Background: an optimization exercise with open tools, aiming at small area, a short achievable clock period and few clock cycles per item. Do not read the settings as production practice.
Only simulation tests tie the RTL to the original design; equivalence was not proved.
Power figures rest on the tool's default switching activity, not on a simulated workload.

==> flow/design.v <==
`timescale 1ns / 1ps
`default_nettype none
package sse_pkg;
    localparam int DATA_W = 32;
    typedef struct packed {
        logic signed [DATA_W-1:0] value;
        logic                     is_last;
    } sse_in_t;
    typedef struct packed {
        logic signed [DATA_W-1:0] sorted_value;
        logic                     last_out;
        logic                     overflowed;
    } sse_out_t;
    typedef struct packed {
        logic insert;      
        logic close;       
        logic close_ovf;   
    } sse_cmd_t;
    typedef struct packed {
        logic full;            
        logic full_m1;         
        logic set_full;        
        logic full_next;
        logic full_m1_next;
        logic set_full_next;
    } sse_status_t;
endpackage
`default_nettype wire
`timescale 1ns / 1ps
`default_nettype none
module sse_ctrl (
    input  wire logic                 aclk,
    input  wire logic                 aresetn,
    input  wire logic                 s_valid,
    input  wire sse_pkg::sse_in_t     s_data,
    output logic                      s_ready,
    input  wire sse_pkg::sse_status_t status,
    output sse_pkg::sse_cmd_t         cmd,
    output logic signed [sse_pkg::DATA_W-1:0] x_value,   
    output logic signed [sse_pkg::DATA_W-1:0] y_value    
);
    logic y_vld_reg, y_last_reg;
    logic x_vld_reg, x_last_reg;
    logic signed [sse_pkg::DATA_W-1:0] y_value_reg, x_value_reg;
    logic ovf_reg;         
    logic ready_reg;
    logic take, drop, room, ydrop, advance, x_vld_next, y_vld_next;
    assign drop          = x_vld_reg && status.set_full;
    assign cmd.insert    = x_vld_reg && !status.set_full;
    assign cmd.close     = x_vld_reg && x_last_reg;
    assign cmd.close_ovf = ovf_reg || drop;
    assign room          = !status.full && !(cmd.insert && status.full_m1);
    assign ydrop         = status.set_full && !cmd.close;
    assign advance       = y_vld_reg && (room || ydrop);
    assign x_value       = x_value_reg;
    assign y_value       = ~y_value_reg;
    assign take       = s_valid && ready_reg;
    assign x_vld_next = advance;
    assign y_vld_next = take || (y_vld_reg && !advance);
    assign s_ready    = ready_reg;
    always_ff @(posedge aclk) begin
        if (take) begin
            y_value_reg <= ~s_data.value;
            y_last_reg  <= s_data.is_last;
        end
        x_value_reg <= ~y_value_reg;
        x_last_reg  <= y_last_reg;
    end
    always_ff @(posedge aclk) begin
        if (!aresetn) begin
            y_vld_reg <= 1'b0;
            x_vld_reg <= 1'b0;
            ovf_reg   <= 1'b0;
            ready_reg <= 1'b1;
        end else begin
            y_vld_reg <= y_vld_next;
            x_vld_reg <= x_vld_next;
            if (cmd.close) begin
                ovf_reg <= 1'b0;
            end else if (drop) begin
                ovf_reg <= 1'b1;
            end
            ready_reg <= !y_vld_next ||
                         (!status.full_next &&
                          !(x_vld_next && !status.set_full_next && status.full_m1_next)) ||
                         (status.set_full_next && !(advance && y_last_reg));
        end
    end
endmodule
`default_nettype wire
`timescale 1ns / 1ps
`default_nettype none
module sse_datapath #(
    parameter int DEPTH = 32,
    parameter int EXTRA = 0
) (
    input  wire logic                      aclk,
    input  wire logic                      aresetn,
    input  wire sse_pkg::sse_cmd_t         cmd,
    input  wire logic signed [sse_pkg::DATA_W-1:0] x_value,
    input  wire logic signed [sse_pkg::DATA_W-1:0] y_value,
    output sse_pkg::sse_status_t           status,
    output logic                           m_valid,
    input  wire logic                      m_ready,
    output sse_pkg::sse_out_t              m_data
);
    localparam int W  = sse_pkg::DATA_W;
    localparam int NC = DEPTH + EXTRA;
    logic signed [W-1:0] val_reg [NC];
    logic [NC-1:0] vld_reg, cur_reg, tag_reg, gt_reg;
    logic [W-1:0]  val_next [NC];
    logic [NC-1:0] vld_next, cur_next, tag_next, gt_next;
    logic [NC-1:0] gt_src;    
    logic tag_in_reg;      
    logic ovf_vld_reg;     
    logic ovf_tag_reg;     
    logic m_valid_reg;
    logic last_out_reg, ovf_out_reg;    
    logic ovf_vld_next, ovf_tag_next;
    logic pop, ins, last_out;
    logic x_gt_y;          
    function automatic logic gt_s(input logic [W-1:0] a, input logic [W-1:0] b);
        logic [W-1:0] au, bu;
        logic [31:0] g0, p0;
        logic [15:0] g1, p1;
        logic [7:0]  g2, p2;
        logic [3:0]  g3, p3;
        logic [1:0]  g4, p4;
        au = {~a[W-1], a[W-2:0]};
        bu = {~b[W-1], b[W-2:0]};
        for (int k = 0; k < 32; k++) begin
            g0[k] = au[k] & ~bu[k];
            p0[k] = au[k] | ~bu[k];
        end
        for (int k = 0; k < 16; k++) begin
            g1[k] = g0[2*k+1] | (p0[2*k+1] & g0[2*k]);
            p1[k] = p0[2*k+1] & p0[2*k];
        end
        for (int k = 0; k < 8; k++) begin
            g2[k] = g1[2*k+1] | (p1[2*k+1] & g1[2*k]);
            p2[k] = p1[2*k+1] & p1[2*k];
        end
        for (int k = 0; k < 4; k++) begin
            g3[k] = g2[2*k+1] | (p2[2*k+1] & g2[2*k]);
            p3[k] = p2[2*k+1] & p2[2*k];
        end
        for (int k = 0; k < 2; k++) begin
            g4[k] = g3[2*k+1] | (p3[2*k+1] & g3[2*k]);
            p4[k] = p3[2*k+1] & p3[2*k];
        end
        gt_s = g4[1] | (p4[1] & g4[0]);
    endfunction
    logic [NC+1:0] c;
    logic [NC-1:0] s_l, s_h, s_r, s_x;
    assign c[0]    = 1'b0;
    assign c[NC+1] = 1'b1;
    for (genvar i = 0; i < NC; i++) begin : g_cmp
        assign c[i+1]    = !vld_reg[i] || (cur_reg[i] && gt_reg[i]);
        assign gt_src[i] = gt_s(val_reg[i], y_value);
    end
    assign x_gt_y   = gt_s(x_value, y_value);
    assign pop      = m_valid_reg && m_ready;
    assign ins      = cmd.insert;
    assign last_out = !vld_reg[1] || (tag_reg[1] != tag_reg[0]);
    for (genvar i = 0; i < NC; i++) begin : g_cell
        assign s_l[i] = !pop && ins && c[i+1] && c[i];
        assign s_x[i] = ins && (pop ? (c[i+2] && !c[i+1]) : (c[i+1] && !c[i]));
        assign s_r[i] = pop && !(ins && c[i+2]);
        assign s_h[i] = ins ? (pop ? c[i+1] : !c[i+1]) : !pop;
        logic [W-1:0] v_l, v_r;
        logic         e_l, e_r;    
        logic         u_l, u_r, t_l, t_r, g_l, g_r;
        if (i > 0) begin : g_left
            assign v_l = val_reg[i-1];
            assign e_l = vld_reg[i-1];
            assign u_l = cur_reg[i-1];
            assign t_l = tag_reg[i-1];
            assign g_l = gt_src[i-1];
        end else begin : g_left0
            assign v_l = '0;
            assign e_l = 1'b0;
            assign u_l = 1'b0;
            assign t_l = 1'b0;
            assign g_l = 1'b0;
        end
        if (i < NC - 1) begin : g_right
            assign v_r = val_reg[i+1];
            assign e_r = vld_reg[i+1];
            assign u_r = cur_reg[i+1];
            assign t_r = tag_reg[i+1];
            assign g_r = gt_src[i+1];
        end else begin : g_rightn
            assign v_r = '0;
            assign e_r = 1'b0;
            assign u_r = 1'b0;
            assign t_r = 1'b0;
            assign g_r = 1'b0;
        end
        assign val_next[i] = ({W{s_l[i]}} & v_l) | ({W{s_h[i]}} & val_reg[i]) |
                             ({W{s_r[i]}} & v_r) | ({W{s_x[i]}} & x_value);
        assign vld_next[i] = (s_l[i] & e_l) | (s_h[i] & vld_reg[i]) | (s_r[i] & e_r) | s_x[i];
        assign cur_next[i] = !cmd.close &&
                             ((s_l[i] & u_l) | (s_h[i] & cur_reg[i]) | (s_r[i] & u_r) | s_x[i]);
        assign tag_next[i] = (s_l[i] & t_l) | (s_h[i] & tag_reg[i]) | (s_r[i] & t_r) |
                             (s_x[i] & tag_in_reg);
        assign gt_next[i]  = (s_l[i] & g_l) | (s_h[i] & gt_src[i]) | (s_r[i] & g_r) |
                             (s_x[i] & x_gt_y);
    end
    always_comb begin
        ovf_vld_next = ovf_vld_reg;
        ovf_tag_next = ovf_tag_reg;
        if (cmd.close && cmd.close_ovf) begin
            ovf_vld_next = 1'b1;
            ovf_tag_next = tag_in_reg;
        end else if (pop && last_out && (tag_reg[0] == ovf_tag_reg)) begin
            ovf_vld_next = 1'b0;
        end
    end
    always_ff @(posedge aclk) begin
        last_out_reg <= !vld_next[1] || (tag_next[1] != tag_next[0]);
        ovf_out_reg  <= ovf_vld_next && (tag_next[0] == ovf_tag_next);
    end
    always_ff @(posedge aclk) begin
        for (int i = 0; i < NC; i++) begin
            val_reg[i] <= val_next[i];
        end
        tag_reg <= tag_next;
        gt_reg  <= gt_next;
    end
    always_ff @(posedge aclk) begin
        if (!aresetn) begin
            vld_reg     <= '0;
            cur_reg     <= '0;
            tag_in_reg  <= 1'b0;
            ovf_vld_reg <= 1'b0;
            ovf_tag_reg <= 1'b0;
            m_valid_reg <= 1'b0;
        end else begin
            vld_reg <= vld_next;
            cur_reg <= cur_next;
            if (cmd.close) begin
                tag_in_reg <= !tag_in_reg;
            end
            ovf_vld_reg <= ovf_vld_next;
            ovf_tag_reg <= ovf_tag_next;
            m_valid_reg <= vld_next[0] && !cur_next[0];
        end
    end
    assign status.full          = vld_reg[NC-1];
    assign status.full_m1       = vld_reg[NC-2];
    assign status.full_next     = vld_next[NC-1];
    assign status.full_m1_next  = vld_next[NC-2];
    always_comb begin
        status.set_full      = 1'b0;
        status.set_full_next = 1'b0;
        for (int j = 0; j + DEPTH - 1 < NC; j++) begin
            status.set_full      = status.set_full || (cur_reg[j] && vld_reg[j+DEPTH-1]);
            status.set_full_next = status.set_full_next || (cur_next[j] && vld_next[j+DEPTH-1]);
        end
    end
    assign m_valid              = m_valid_reg;
    assign m_data.sorted_value  = val_reg[0];
    assign m_data.last_out      = last_out_reg;
    assign m_data.overflowed    = ovf_out_reg;
endmodule
`default_nettype wire
`timescale 1ns / 1ps
`default_nettype none
module selection_sort_engine_core #(
    parameter int DEPTH = 32
) (
    input  wire logic              aclk,
    input  wire logic              aresetn,
    input  wire logic              s_valid,
    output logic                   s_ready,
    input  wire sse_pkg::sse_in_t  s_data,
    output logic                   m_valid,
    input  wire logic              m_ready,
    output sse_pkg::sse_out_t      m_data
);
    sse_pkg::sse_cmd_t    cmd;
    sse_pkg::sse_status_t status;
    logic signed [sse_pkg::DATA_W-1:0] x_value, y_value;
    sse_ctrl u_ctrl (
        .aclk    (aclk),
        .aresetn (aresetn),
        .s_valid (s_valid),
        .s_data  (s_data),
        .s_ready (s_ready),
        .status  (status),
        .cmd     (cmd),
        .x_value (x_value),
        .y_value (y_value)
    );
    sse_datapath #(
        .DEPTH (DEPTH)
    ) u_datapath (
        .aclk    (aclk),
        .aresetn (aresetn),
        .cmd     (cmd),
        .x_value (x_value),
        .y_value (y_value),
        .status  (status),
        .m_valid (m_valid),
        .m_ready (m_ready),
        .m_data  (m_data)
    );
endmodule
`default_nettype wire
==> flow/config.mk <==
export PLATFORM = sky130hd
export DESIGN_NAME = selection_sort_engine_core
export DESIGN_NICKNAME = selection_sort_engine_core
export VERILOG_FILES = /design/flow/design.v
export SDC_FILE = /design/flow/constraint.sdc
export NUM_CORES = 4
export LEC_CHECK = 0
export ABC_AREA = 1
export CAP_MARGIN = 20
export CORE_MARGIN = 2
export CORE_UTILIZATION = 50
export CTS_BUF_LIST = sky130_fd_sc_hd__clkbuf_8
export CTS_CLUSTER_SIZE = 16
export SETUP_SLACK_MARGIN = 2.1
export SLEW_MARGIN = 20
==> flow/constraint.sdc <==
create_clock -name core_clock -period 4.5 [get_ports {aclk}]
set_input_delay 0.9000 -clock core_clock [delete_from_list [all_inputs] [get_ports {aclk}]]
set_output_delay 0.9000 -clock core_clock [all_outputs]
set_load 0.01 [all_outputs]
run.sh (not shown) runs the stock make flow with config.mk's settings and CLKGATE_MAP_FILE= SYNTH_SCRIPT=/design/flow/synth_recipe.tcl, a recipe that flattens the netlist after the stock synthesis.
The starting point went through all stages and came out clean.
Testbench counts at the start, summed over its fixed seeds: cycles 4,070, items 3,794.
Next try:
--- a/flow/design.v
+++ b/flow/design.v
@@ -60,14 +60,16 @@
     assign s_ready    = ready_reg;
     always_ff @(posedge aclk) begin
         if (take) begin
             y_value_reg <= ~s_data.value;
             y_last_reg  <= s_data.is_last;
         end
-        x_value_reg <= ~y_value_reg;
-        x_last_reg  <= y_last_reg;
+        if (advance) begin
+            x_value_reg <= ~y_value_reg;
+            x_last_reg  <= y_last_reg;
+        end
     end
     always_ff @(posedge aclk) begin
         if (!aresetn) begin
             y_vld_reg <= 1'b0;
             x_vld_reg <= 1'b0;
             ovf_reg   <= 1'b0;
Worst setup slack improved by 0.023 ns.
Power barely changes.
First-iteration DRC count rose by about 5%.
Core utilization shrinks by 0.27 points.
Register-to-register slack hardly moves.
Via count goes up by about 1.4%.
Critical path depth rose by 1.
Area after synthesis goes up by about 0.8%.
Final area goes up by about 0.75%.
Clock power hardly moves.
Sequential power stays flat.
Cell count barely changes.
Die area increases by about 0.8%.
Testbench counts after the change, summed over its fixed seeds: cycles 4,070, items 3,794.

## what the ideal ports hide
No port has a modelled driver above. Below, the same layouts with a new extraction and two added sets of constraints.
Step 1, drivers: a clkbuf_16 drives aclk and a buf_2 each remaining input, both assumed.
Step 2 also shifts input and output timing later by t, the mid clock arrival at the registers, as if the neighbouring blocks saw the same clock.
Three values: ideal, step 1, step 2; two values: the first two.
run	t, ns	slack for setup (ns)	worst setup path at the end	worst register clock-pin slew, ns
the first run	1.055	2.021 / 2.018 / 1.025	input to register	0.07 / 0.07
the second run	1.083	2.044 / 1.994 / 1.077	input to register	0.07 / 0.07
After both steps setup and hold are still met in every run listed. The setup slack of the first run, which loses most, moves by -0.003 ns with the drivers and by -0.996 ns with both steps.
